Context: an optimization exercise on an open-source flow, tuned for small area, a short achievable clock period and few clock cycles. The choices shown serve that exercise and are no tape-out recipe. The RTL was checked by simulation tests, not by an equivalence proof against the original design. The clock input has no modelled driver; a real chip could not lean on it and would need a root buffer or a full tree.

## run a
==> flow/design.v (excerpt) <==
module ced_top
#(
  parameter int IMG_SIZE = 128
) (
  input  logic        clk,
  input  logic        rst,
  input  logic        enable,
  output logic        ird,
  output logic [13:0] iaddr,
  input  logic [7:0]  idata,
  output logic        grad_wr,
  output logic [39:0] grad_out,
  output logic        done
);
  localparam int K    = 8;             
  localparam int KO   = K - 2;         
  localparam int OUTS = IMG_SIZE - 2;  
  localparam int DL   = 2 * K + 1;     
  function automatic logic [13:0] radd(input logic [13:0] a, input logic [13:0] b,
                                       input logic cin);
    logic [13:0] s;
    logic        c;
    integer      i;
    c = cin;
    for (i = 0; i < 14; i = i + 1) begin
      s[i] = a[i] ^ b[i] ^ c;
      c    = (a[i] & b[i]) | (a[i] & c) | (b[i] & c);
    end
    radd = s;
  endfunction
  localparam int          LAG        = 4;    
  localparam logic [13:0] OADDR_INIT = 14'(-((LAG - 1) * OUTS + 1));
  logic        started;   
  logic        run;       
  logic [2:0]  jr;        
  logic [6:0]  rowr;      
  logic [6:0]  colr;      
  logic        v1, v2, v3;   
  logic [13:0] oaddr;     
  logic last_j, last_read;
  assign last_j    = (jr == 3'(K - 1));
  assign last_read = last_j && (colr == 7'd127) && (rowr == 7'd127);
  assign ird   = run;
  assign iaddr = {rowr, colr};
  always_ff @(posedge clk or posedge rst) begin
    if (rst) begin
      started <= 1'b0;
      run     <= 1'b0;
      v1      <= 1'b0;
      v2      <= 1'b0;
      v3      <= 1'b0;
      grad_wr <= 1'b0;
      done    <= 1'b0;
    end else begin
      if (enable && !started) begin
        started <= 1'b1;
        run     <= 1'b1;
      end else if (last_read) begin
        run     <= 1'b0;
      end
      v1      <= run && (jr >= 3'd2) && (colr >= 7'd2);
      v2      <= v1;
      v3      <= v2;
      grad_wr <= v3;
      if (started && !run && !v1 && !v2 && !v3) done <= 1'b1;
    end
  end
  logic [6:0]  row_step;
  logic [13:0] oaddr_step;
  ...
Size in the first run: roughly 250 flip-flops, roughly 68 I/O pins, ~9900 um^2 of cells after synthesis.
==> flow/config.mk <==
export PLATFORM = sky130hd
export DESIGN_NAME = ced_top
export DESIGN_NICKNAME = ced_top
export VERILOG_FILES = /design/flow/design.v
export SDC_FILE = /design/flow/constraint.sdc
export NUM_CORES = 4
export LEC_CHECK = 0
export CAP_MARGIN = 20
export CORE_MARGIN = 2
export CORE_UTILIZATION = 40
export PLACE_DENSITY = 0.6
export SLEW_MARGIN = 20
==> flow/constraint.sdc <==
create_clock -name core_clock -period 70.0 [get_ports {clk}]
set_input_delay 14.0000 -clock core_clock [delete_from_list [all_inputs] [get_ports {clk}]]
set_output_delay 14.0000 -clock core_clock [all_outputs]
set_load 0.01 [all_outputs]
standard.sh (not shown) runs the stock make flow with config.mk's settings and CLKGATE_MAP_FILE= SYNTH_SCRIPT=/design/flow/synth_recipe.tcl, a recipe that flattens the netlist after the stock synthesis.
==> flow/flow/run.sh <==
#!/bin/bash
# The standard layout (standard.sh, unchanged scripts) with two changes:
# - the port buffers are buf_2 cells rather than the default pick (a slow
#   clkdlybuf4s50_1), which shortens the paths into and out of the ports;
# - clock tree synthesis uses clkbuf_8 cells in clusters of up to 20 sinks
#   and adds no dummy loads for balancing.
set -euo pipefail
export BUFFER_PORTS_ARGS="-buffer_cell sky130_fd_sc_hd__buf_2"
export CTS_ARGS="-sink_clustering_enable -repair_clock_nets -sink_clustering_size 20 -sink_clustering_max_diameter 60 -dont_use_dummy_load -buf_list sky130_fd_sc_hd__clkbuf_8"
bash standard.sh > standard.log 2>&1
Having completed the whole flow, run a delivered a layout that passed the timing, DRC and antenna checks.
Testbench counts of run a, summed over its fixed seeds: cycles 172,080.
### run a -> run b
==> flow/flow/run.sh <==
#!/bin/bash
# The standard layout (standard.sh, unchanged scripts) with three changes:
# - the port buffers are buf_2 cells rather than the default pick (a slow
#   clkdlybuf4s50_1), which shortens the paths into and out of the ports;
# - clock tree synthesis uses clkbuf_8 cells in clusters of up to 20 sinks
#   and adds no dummy loads for balancing;
# - after clock tree synthesis, the tree's middle level of buffers is taken
#   out (flat_clock.tcl): the root buffer, now a clkbuf_16, drives every leaf
#   buffer itself. Every register still sees the same number of buffers.
# Each tool writes its whole output to a log file here.
set -euo pipefail
export BUFFER_PORTS_ARGS="-buffer_cell sky130_fd_sc_hd__buf_2"
export CTS_ARGS="-sink_clustering_enable -repair_clock_nets -sink_clustering_size 20 -sink_clustering_max_diameter 60 -dont_use_dummy_load -buf_list sky130_fd_sc_hd__clkbuf_8"
bash standard.sh cts > standard_cts.log 2>&1
RESULTS="$PWD/orfs/results/$FLOW_PLATFORM/ced_top/base" openroad -no_init -exit flow/flat_clock.tcl > flat_clock.log 2>&1
bash standard.sh > standard.log 2>&1
==> flow/flow/flat_clock.tcl (new file) <==
# Take the middle level out of the clock tree that CTS built: the leaf
# buffers are moved from the middle buffers' nets to the root buffer's net,
# and the root buffer is made a clkbuf_16.
set results $::env(RESULTS)
read_db $results/4_cts.odb
set block [ord::get_db_block]
set db [ord::get_db]
set root [$block findInst clkbuf_0_clk]
if {$root eq "NULL"} { error "no root clock buffer" }
set root_net [[$root findITerm X] getNet]
set mids {}
# a middle buffer is a clock buffer on the root's net that drives only
# other clock buffers
foreach it [$root_net getITerms] {
  set inst [$it getInst]
  if {$inst eq $root || ![string match "*clkbuf*" [[$inst getMaster] getName]]} { continue }
  set only_bufs 1
  foreach lt [[[$inst findITerm X] getNet] getITerms] {
    set l [$lt getInst]
    if {$l ne $inst && ![string match "*clkbuf*" [[$l getMaster] getName]]} { set only_bufs 0 }
  }
  if {$only_bufs} { lappend mids $inst }
}
puts "middle buffers: [llength $mids]"
foreach mid $mids {
  set out_net [[$mid findITerm X] getNet]
  set moved 0
  foreach it [$out_net getITerms] {
    if {[$it getInst] eq $mid} { continue }
    $it disconnect
    $it connect $root_net
    incr moved
  }
  puts "[$mid getName]: moved $moved loads"
  odb::dbInst_destroy $mid
  odb::dbNet_destroy $out_net
}
set m16 [$db findMaster sky130_fd_sc_hd__clkbuf_16]
$root swapMaster $m16
write_db $results/4_cts.odb
Notes after the runs:
- Run b ends up with lower clock latency on the worst-skew pair than run a does.
- DRC violation count after routing: run b vs run a identical
- [compare] base=run a new=run b: final cell count closely matched the old numbers; relative area change from synthesis to final layout saw a decrease; number of enable-type register cells in the synthesized netlist stayed essentially flat; sum of routed wire length over all layers has decreased.
- There was hardly any difference in end-of-flow core utilization between run a and run b.
- Where via count is concerned, run a is outperformed by run b.
- Run a leaves less setup margin than run b.

Another version of the RTL of ced_top (not shown whole).
Size in the first run: about 250 flip-flops, about 68 I/O pins, ~9900 um^2 of cells after synthesis.
==> flow/config.mk <==
export PLATFORM = sky130hd
export DESIGN_NAME = ced_top
export DESIGN_NICKNAME = ced_top
export VERILOG_FILES = /design/flow/design.v
export SDC_FILE = /design/flow/constraint.sdc
export NUM_CORES = 4
export LEC_CHECK = 0
export CAP_MARGIN = 20
export CORE_MARGIN = 2
export CORE_UTILIZATION = 40
export PLACE_DENSITY = 0.6
export SLEW_MARGIN = 20
==> flow/constraint.sdc <==
create_clock -name core_clock -period 70.0 [get_ports {clk}]
set_input_delay 14.0000 -clock core_clock [delete_from_list [all_inputs] [get_ports {clk}]]
set_output_delay 14.0000 -clock core_clock [all_outputs]
set_load 0.01 [all_outputs]
==> flow/flow/run.sh <==
#!/bin/bash
# The standard layout (standard.sh, unchanged scripts) with three changes:
# - the port buffers are buf_2 cells rather than the default pick (a slow
#   clkdlybuf4s50_1), which shortens the paths into and out of the ports;
# - clock tree synthesis uses clkbuf_4 cells in clusters of up to 12 sinks
#   and adds no dummy loads for balancing;
# - after clock tree synthesis, the tree's middle level of buffers is taken
#   out (flat_clock.tcl): the root buffer, now a clkbuf_16, drives every leaf
#   buffer itself. Every register still sees the same number of buffers.
# Each tool writes its whole output to a log file here.
set -euo pipefail
export BUFFER_PORTS_ARGS="-buffer_cell sky130_fd_sc_hd__buf_2"
export CTS_ARGS="-sink_clustering_enable -repair_clock_nets -sink_clustering_size 12 -sink_clustering_max_diameter 50 -dont_use_dummy_load -buf_list sky130_fd_sc_hd__clkbuf_4"
bash standard.sh cts > standard_cts.log 2>&1
RESULTS="$PWD/orfs/results/$FLOW_PLATFORM/ced_top/base" openroad -no_init -exit flow/flat_clock.tcl > flat_clock.log 2>&1
bash standard.sh > standard.log 2>&1
==> flow/flow/flat_clock.tcl <==
# Take the middle level out of the clock tree that CTS built: the leaf
# buffers are moved from the middle buffers' nets to the root buffer's net,
# and the root buffer is made a clkbuf_16.
set results $::env(RESULTS)
read_db $results/4_cts.odb
set block [ord::get_db_block]
set db [ord::get_db]
set root [$block findInst clkbuf_0_clk]
if {$root eq "NULL"} { error "no root clock buffer" }
set root_net [[$root findITerm X] getNet]
set mids {}
# a middle buffer is a clock buffer on the root's net that drives only
# other clock buffers
foreach it [$root_net getITerms] {
  set inst [$it getInst]
  if {$inst eq $root || ![string match "*clkbuf*" [[$inst getMaster] getName]]} { continue }
  set only_bufs 1
  foreach lt [[[$inst findITerm X] getNet] getITerms] {
    set l [$lt getInst]
    if {$l ne $inst && ![string match "*clkbuf*" [[$l getMaster] getName]]} { set only_bufs 0 }
  }
  if {$only_bufs} { lappend mids $inst }
}
puts "middle buffers: [llength $mids]"
foreach mid $mids {
  set out_net [[$mid findITerm X] getNet]
  set moved 0
  foreach it [$out_net getITerms] {
    if {[$it getInst] eq $mid} { continue }
    $it disconnect
    $it connect $root_net
    incr moved
  }
  puts "[$mid getName]: moved $moved loads"
  odb::dbInst_destroy $mid
  odb::dbNet_destroy $out_net
}
set m16 [$db findMaster sky130_fd_sc_hd__clkbuf_16]
$root swapMaster $m16
write_db $results/4_cts.odb
Testbench counts at the start, summed over its fixed seeds: cycles 172,080.
Change:
==> flow/flow/run.sh (replaced) <==
#!/bin/bash
# The standard layout (standard.sh, unchanged scripts) with three changes:
# - the port buffers are buf_2 cells rather than the default pick (a slow
#   clkdlybuf4s50_1), which shortens the paths into and out of the ports;
# - clock tree synthesis uses clkbuf_8 cells in clusters of up to 20 sinks
#   and adds no dummy loads for balancing;
# - after clock tree synthesis, the tree's middle level of buffers is taken
#   out (flat_clock.tcl): the root buffer, now a clkbuf_16, drives every leaf
#   buffer itself. Every register still sees the same number of buffers.
# Each tool writes its whole output to a log file here.
set -euo pipefail
export BUFFER_PORTS_ARGS="-buffer_cell sky130_fd_sc_hd__buf_2"
export CTS_ARGS="-sink_clustering_enable -repair_clock_nets -sink_clustering_size 20 -sink_clustering_max_diameter 60 -dont_use_dummy_load -buf_list sky130_fd_sc_hd__clkbuf_8"
bash standard.sh cts > standard_cts.log 2>&1
RESULTS="$PWD/orfs/results/$FLOW_PLATFORM/ced_top/base" openroad -no_init -exit flow/flat_clock.tcl > flat_clock.log 2>&1
bash standard.sh > standard.log 2>&1
=> Sequential share of layout area is lower by 0.24 points. Utilization goes up by 0.22 points. Non-clock buffer count does not change. Cell area came out higher by 0.50%. Register-to-register slack stays flat. Via count fell by 0.84%. Worst setup slack gains 0.019 ns. Global-route usage went down by 0.27 points.

==> separate check: timing with driven ports <==
In the flow no input, the clock included, has a driving cell. The finished layouts below were timed again as built, in two steps. Step 1 (the two cells are an assumption about what drives the block):
set clk [get_ports {clk}]
set_driving_cell -lib_cell sky130_fd_sc_hd__clkbuf_16 $clk
set_driving_cell -lib_cell sky130_fd_sc_hd__buf_2 [delete_from_list [all_inputs] $clk]
Step 2 times the ports against the registers' clock, not the clock port: input delays grow and output delays shrink by t, the midpoint of the rising clock arrivals with the driver on. Slacks: ideal / step 1 / step 2; pairs: ideal / step 1.
| run | t (ns) | slack for setup (ns) | hold WS [ns] | pins driven straight from the clock port |
|---|---|---|---|---|
| run a | 0.549 | 54.735 / 54.692 / 55.242 | 0.294 / 0.294 / 0.294 | 1 |
| run b | 0.454 | 54.837 / 54.793 / 55.247 | 0.295 / 0.295 / 0.295 | 1 |
| the first run of note 2 | 0.447 | 54.991 / 54.944 / 55.391 | 0.296 / 0.296 / 0.296 | 1 |
| the second run of note 2 | 0.444 | 55.009 / 54.963 / 55.407 | 0.273 / 0.273 / 0.273 | 1 |
After both steps setup and hold are still met in every run listed.
